What follows belongs to an exercise in optimizing a design on an open flow for small area and a short achievable clock period; a production flow would make more cautious choices.
In this exercise RTL edits were held to simulation tests only and were not proved equivalent to the original.
Power is estimated from default activity; no workload was simulated.

==> sierra: inputs <==
## id_stage
module id_stage (
    input  logic                 clk,
    input  logic                 reset_i,
    input  logic                 valid_i,
    input  la_id_pkg::word_t     pc_i,
    input  la_id_pkg::inst_t     inst_i,
    input  logic                 ex_we_i,
    input  la_id_pkg::reg_addr_t ex_waddr_i,
    input  la_id_pkg::word_t     ex_wdata_i,
    input  logic                 mem_we_i,
    input  la_id_pkg::reg_addr_t mem_waddr_i,
    input  la_id_pkg::word_t     mem_wdata_i,
    input  logic                 wb_we_i,
    input  la_id_pkg::reg_addr_t wb_waddr_i,
    input  la_id_pkg::word_t     wb_wdata_i,
    output logic                 ex_valid_o,
    output la_id_pkg::alusel_t   ex_alusel_o,
    output la_id_pkg::aluop_t    ex_aluop_o,
    output la_id_pkg::word_t     ex_opa_o,
    output la_id_pkg::word_t     ex_opb_o,
    output la_id_pkg::reg_addr_t ex_waddr_o,
    output logic                 ex_we_o,
    output la_id_pkg::word_t     ex_link_addr_o,
    output logic                 ex_illegal_o,
    output logic                 branch_taken_o,
    output la_id_pkg::word_t     branch_target_o
);
==> flow/config.mk <==
export PLATFORM = sky130hd
export DESIGN_NAME = id_stage
export DESIGN_NICKNAME = id_stage
export VERILOG_FILES = /design/flow/design.v
export SDC_FILE = /design/flow/constraint.sdc
export NUM_CORES = 4
export LEC_CHECK = 0
export ABC_CLOCK_PERIOD_IN_PS = 10000
export CAP_MARGIN = 20
export CORE_MARGIN = 2
export CORE_UTILIZATION = 40
export SETUP_SLACK_MARGIN = 3
export SLEW_MARGIN = 20
export TNS_END_PERCENT = 0
==> flow/constraint.sdc <==
create_clock -name core_clock -period 12.0 [get_ports {clk}]
set_input_delay 2.4000 -clock core_clock [delete_from_list [all_inputs] [get_ports {clk}]]
set_output_delay 2.4000 -clock core_clock [all_outputs]
set_load 0.01 [all_outputs]
standard.sh (not shown) runs the stock make flow with config.mk's settings and CLKGATE_MAP_FILE= SYNTH_SCRIPT=/design/flow/synth_recipe.tcl, a recipe that flattens the netlist after the stock synthesis.
==> flow/flow/run.sh <==
#!/bin/bash
# Own layout flow: the standard flow (standard.sh), unchanged synthesis,
# with three changes to how the layout is made:
#  - the port buffers are buf_1 cells instead of the default pick
#  - clock tree synthesis builds from clkbuf_4/clkbuf_8 and adds no dummy loads
# Each step's full output goes to a log file in this folder; ORFS's own
# per-step logs stay under orfs/logs/.
set -euo pipefail
export BUFFER_PORTS_ARGS="-buffer_cell sky130_fd_sc_hd__buf_1"
export CTS_ARGS="-sink_clustering_enable -repair_clock_nets -dont_use_dummy_load -buf_list {sky130_fd_sc_hd__clkbuf_4 sky130_fd_sc_hd__clkbuf_8}"
bash standard.sh synth > synth.log 2>&1
bash standard.sh finish > layout.log 2>&1
test -s out/final.def
==> delta (differences from sierra) <==
==> flow/flow/run.sh (replaced) <==
#!/bin/bash
# Own layout flow: the standard flow (standard.sh), unchanged synthesis,
# with two changes to how the layout is made:
#  - the port buffers are buf_2 cells instead of the default pick
#  - clock tree synthesis adds no dummy loads
# Each step's full output goes to a log file in this folder; ORFS's own
# per-step logs stay under orfs/logs/.
set -euo pipefail
export BUFFER_PORTS_ARGS="-buffer_cell sky130_fd_sc_hd__buf_2"
export CTS_ARGS="-sink_clustering_enable -repair_clock_nets -dont_use_dummy_load"
bash standard.sh synth > synth.log 2>&1
bash standard.sh finish > layout.log 2>&1
test -s out/final.def
SETUP_SLACK_MARGIN = 4   (was 3)
==> summary of the runs <==
Between sierra and delta, the lower first-iteration DRC count is in sierra (gap about 10%, measured against delta).
Of delta and sierra, delta has the higher clock power (gap 11%, measured against sierra).
Of delta and sierra, delta has the higher utilization (gap 0.55 points).
In synthesized cell count, delta and sierra do not differ.
Between sierra and delta, the lower clock-buffer cell count is in delta (gap 71).
Against sierra, the register-to-register slack of delta is lower by 0.22 ns.
Between sierra and delta, the lower non-clock buffer count is in delta (gap 12).
Of sierra and delta, delta has the higher setup slack (gap 0.089 ns).
In sierra the routed wire length is higher than in delta, by 2.5%.
In sierra the final cell count is higher than in delta, by 1.4%.

* * *

==> inputs of indigo <==
id_stage, a different RTL version from the one above (not shown whole).
==> module operand_bypass, before the edit <==
module operand_bypass (
    input  logic                 zero_a_i,    
    input  la_id_pkg::reg_addr_t raddr1_i,
    input  la_id_pkg::reg_addr_t raddr2_i,
    input  logic [31:1][31:0]    regs_i,
    input  logic [31:1]          valid_i,
    input  logic                 use_imm_i,
    input  la_id_pkg::word_t     imm_i,
    input  logic                 ex_we_i,
    input  la_id_pkg::reg_addr_t ex_waddr_i,
    input  la_id_pkg::word_t     ex_wdata_i,
    input  logic                 mem_we_i,
    input  la_id_pkg::reg_addr_t mem_waddr_i,
    input  la_id_pkg::word_t     mem_wdata_i,
    output la_id_pkg::word_t     a_raw_o,     
    output la_id_pkg::word_t     b_raw_o,     
    output la_id_pkg::word_t     opa_o,
    output la_id_pkg::word_t     opb_o
);
    logic [31:1]      sel1, sel2;
    la_id_pkg::word_t rf1, rf2;
    logic             fex1, fmem1, fex2, fmem2;
    always_comb begin
        rf1 = '0;
        rf2 = '0;
        for (int i = 1; i < 32; i++) begin
            sel1[i] = (raddr1_i == i) && valid_i[i];
            sel2[i] = (raddr2_i == i) && valid_i[i];
            rf1 = rf1 | ({32{sel1[i]}} & regs_i[i]);
            rf2 = rf2 | ({32{sel2[i]}} & regs_i[i]);
        end
    end
    assign fex1  = (raddr1_i != '0) && ex_we_i && (ex_waddr_i == raddr1_i);
    assign fmem1 = (raddr1_i != '0) && mem_we_i && (mem_waddr_i == raddr1_i);
    assign fex2  = (raddr2_i != '0) && ex_we_i && (ex_waddr_i == raddr2_i);
    assign fmem2 = (raddr2_i != '0) && mem_we_i && (mem_waddr_i == raddr2_i);
    assign a_raw_o = fex1 ? ex_wdata_i : fmem1 ? mem_wdata_i : rf1;
    assign b_raw_o = fex2 ? ex_wdata_i : fmem2 ? mem_wdata_i : rf2;
    assign opa_o = zero_a_i  ? '0    : a_raw_o;
    assign opb_o = use_imm_i ? imm_i : b_raw_o;
endmodule
export LEC_CHECK = 0
export ABC_CLOCK_PERIOD_IN_PS = 10000
export CAP_MARGIN = 20
export CORE_MARGIN = 2
export CORE_UTILIZATION = 40
export SETUP_SLACK_MARGIN = 3
export SLEW_MARGIN = 20
create_clock -name core_clock -period 12.0 [get_ports {clk}]
run.sh (not shown) runs the stock make flow with config.mk's settings and CLKGATE_MAP_FILE= SYNTH_SCRIPT=/design/flow/synth_recipe.tcl, a recipe that flattens the netlist after the stock synthesis.
Stock flow here: none of the scripts above is used.
==> inputs of xenon, as changes to indigo <==
--- a/flow/design.v
+++ b/flow/design.v
@@ -207,13 +207,10 @@
 );
-    logic [31:1]      sel1, sel2;
-    la_id_pkg::word_t rf1, rf2;
-    logic             fex1, fmem1, fex2, fmem2;
+    logic [31:1] ex_hit, mem_hit, sel1, sel2;
+    logic        fex1, fmem1, fex2, fmem2;
     always_comb begin
-        rf1 = '0;
-        rf2 = '0;
         for (int i = 1; i < 32; i++) begin
-            sel1[i] = (raddr1_i == i) && valid_i[i];
-            sel2[i] = (raddr2_i == i) && valid_i[i];
-            rf1 = rf1 | ({32{sel1[i]}} & regs_i[i]);
-            rf2 = rf2 | ({32{sel2[i]}} & regs_i[i]);
+            ex_hit[i]  = ex_we_i  && (ex_waddr_i  == i);
+            mem_hit[i] = mem_we_i && (mem_waddr_i == i);
+            sel1[i] = (raddr1_i == i) && valid_i[i] && !ex_hit[i] && !mem_hit[i];
+            sel2[i] = (raddr2_i == i) && valid_i[i] && !ex_hit[i] && !mem_hit[i];
         end
@@ -221,7 +218,15 @@
     assign fex1  = (raddr1_i != '0) && ex_we_i && (ex_waddr_i == raddr1_i);
-    assign fmem1 = (raddr1_i != '0) && mem_we_i && (mem_waddr_i == raddr1_i);
+    assign fmem1 = (raddr1_i != '0) && !(ex_we_i && (ex_waddr_i == raddr1_i))
+                && mem_we_i && (mem_waddr_i == raddr1_i);
     assign fex2  = (raddr2_i != '0) && ex_we_i && (ex_waddr_i == raddr2_i);
-    assign fmem2 = (raddr2_i != '0) && mem_we_i && (mem_waddr_i == raddr2_i);
-    assign a_raw_o = fex1 ? ex_wdata_i : fmem1 ? mem_wdata_i : rf1;
-    assign b_raw_o = fex2 ? ex_wdata_i : fmem2 ? mem_wdata_i : rf2;
+    assign fmem2 = (raddr2_i != '0) && !(ex_we_i && (ex_waddr_i == raddr2_i))
+                && mem_we_i && (mem_waddr_i == raddr2_i);
+    always_comb begin
+        a_raw_o = ({32{fex1}} & ex_wdata_i) | ({32{fmem1}} & mem_wdata_i);
+        b_raw_o = ({32{fex2}} & ex_wdata_i) | ({32{fmem2}} & mem_wdata_i);
+        for (int i = 1; i < 32; i++) begin
+            a_raw_o = a_raw_o | ({32{sel1[i]}} & regs_i[i]);
+            b_raw_o = b_raw_o | ({32{sel2[i]}} & regs_i[i]);
+        end
+    end
     assign opa_o = zero_a_i  ? '0    : a_raw_o;
==> flow/flow/run.sh (new file) <==
#!/bin/bash
# Own layout flow: the standard flow (standard.sh), unchanged synthesis,
# with two changes to how the layout is made:
#  - the port buffers are buf_2 cells instead of the default pick
#  - clock tree synthesis adds no dummy loads
# Each step's full output goes to a log file in this folder; ORFS's own
# per-step logs stay under orfs/logs/.
set -euo pipefail
export BUFFER_PORTS_ARGS="-buffer_cell sky130_fd_sc_hd__buf_2"
export CTS_ARGS="-sink_clustering_enable -repair_clock_nets -dont_use_dummy_load"
bash standard.sh synth > synth.log 2>&1
bash standard.sh finish > layout.log 2>&1
test -s out/final.def
==> flow/standard.sh (new file) <==
#!/bin/bash
# synth_recipe.tcl (not shown) runs the flow's synth.tcl, then flattens the netlist and writes it again
# the make line also repeats each setting of config.mk as NAME=value (left out here)
make -C /OpenROAD-flow-scripts/flow DESIGN_CONFIG=/design/flow/config.mk WORK_HOME=/design/flow/orfs CLKGATE_MAP_FILE= SYNTH_SCRIPT=/design/flow/synth_recipe.tcl "${@:-finish}"
- TNS_END_PERCENT: default -> 0
removed: flow/run.sh
==> summary of the runs <==
indigo produced a clean layout. xenon went through all stages and came out clean.
Clock skew: indigo is lower than xenon (48 ps).
Of xenon and indigo, indigo has the higher routed wire length (gap about 9%, measured against indigo).
Via count: xenon is smaller than indigo (4.2%).
Against xenon, the combinational power of indigo is higher by about 25%.
Between indigo and xenon, the lower hold slack is in xenon (gap 42 ps).
Between xenon and indigo, the lower synthesized cell count is in indigo (gap about 0.5%, measured against indigo).
==> figures <==
|  | xenon | indigo |
|---|---|---|
| Result of the run | timing/DRC/antenna clean | timing/DRC/antenna clean |
| Die Area | 129000 sq um | 129800 sq um |
| Signal buf overhead | 7.258% | 13.90% |
| Pin count of the biggest net entering global routing | 40 | 49 |
| Clk tree area frac | 4.796% | 5.623% |
| Met3 Wirelength | 52.03 mm | 53.65 mm |
| Total Power Consumption | 8.052 mW | 8.764 mW |
| Clock Latency Late Sink | 780 ps | 790 ps |
| Number of distinct library cells after synthesis | 82 | 81 |
| Switching power share of the total | 23.10% | 24.03% |
| Post-synthesis adder-cell area fraction | 1.701% | 1.690% |
| Worst-path maximum fanout | 22 | 8 |
| Standby leakage power | 20.29 nW | 23.04 nW |
| Yosys top cell area share | 59.03% | 58.66% |

==> afterwards: timing with drivers on the ports <==
No port has a modelled driver above. Below, the same layouts with a new extraction and two added sets of constraints.
Step 1: set_driving_cell puts a clkbuf_16 on clk and a buf_2 on each other input, an assumption about the parent block.
Step 2 adds t to the input delays and takes it off the output delays; t is the mean of the earliest and latest rising clock arrival at the registers after step 1. Input paths then give back, and output paths get back, about the clock's delay inside the block.
Three values: ideal, step 1, step 2; two values: the first two.
| run | shift t [ns] | setup slack, ns | cell pins on the clock port's net |
|---|---|---|---|
| sierra | 0.960 | 1.695 / 1.674 / 1.674 | 1 |
| delta | 0.804 | 1.785 / 1.759 / 1.759 | 1 |
| indigo | 0.851 | 2.290 / 2.189 / 2.189 | 1 |
| xenon | 0.804 | 1.785 / 1.759 / 1.759 | 1 |
After both steps setup and hold are still met in every run listed. The setup slack of indigo, which loses most, moves by -0.101 ns with the drivers and by -0.101 ns with both steps.
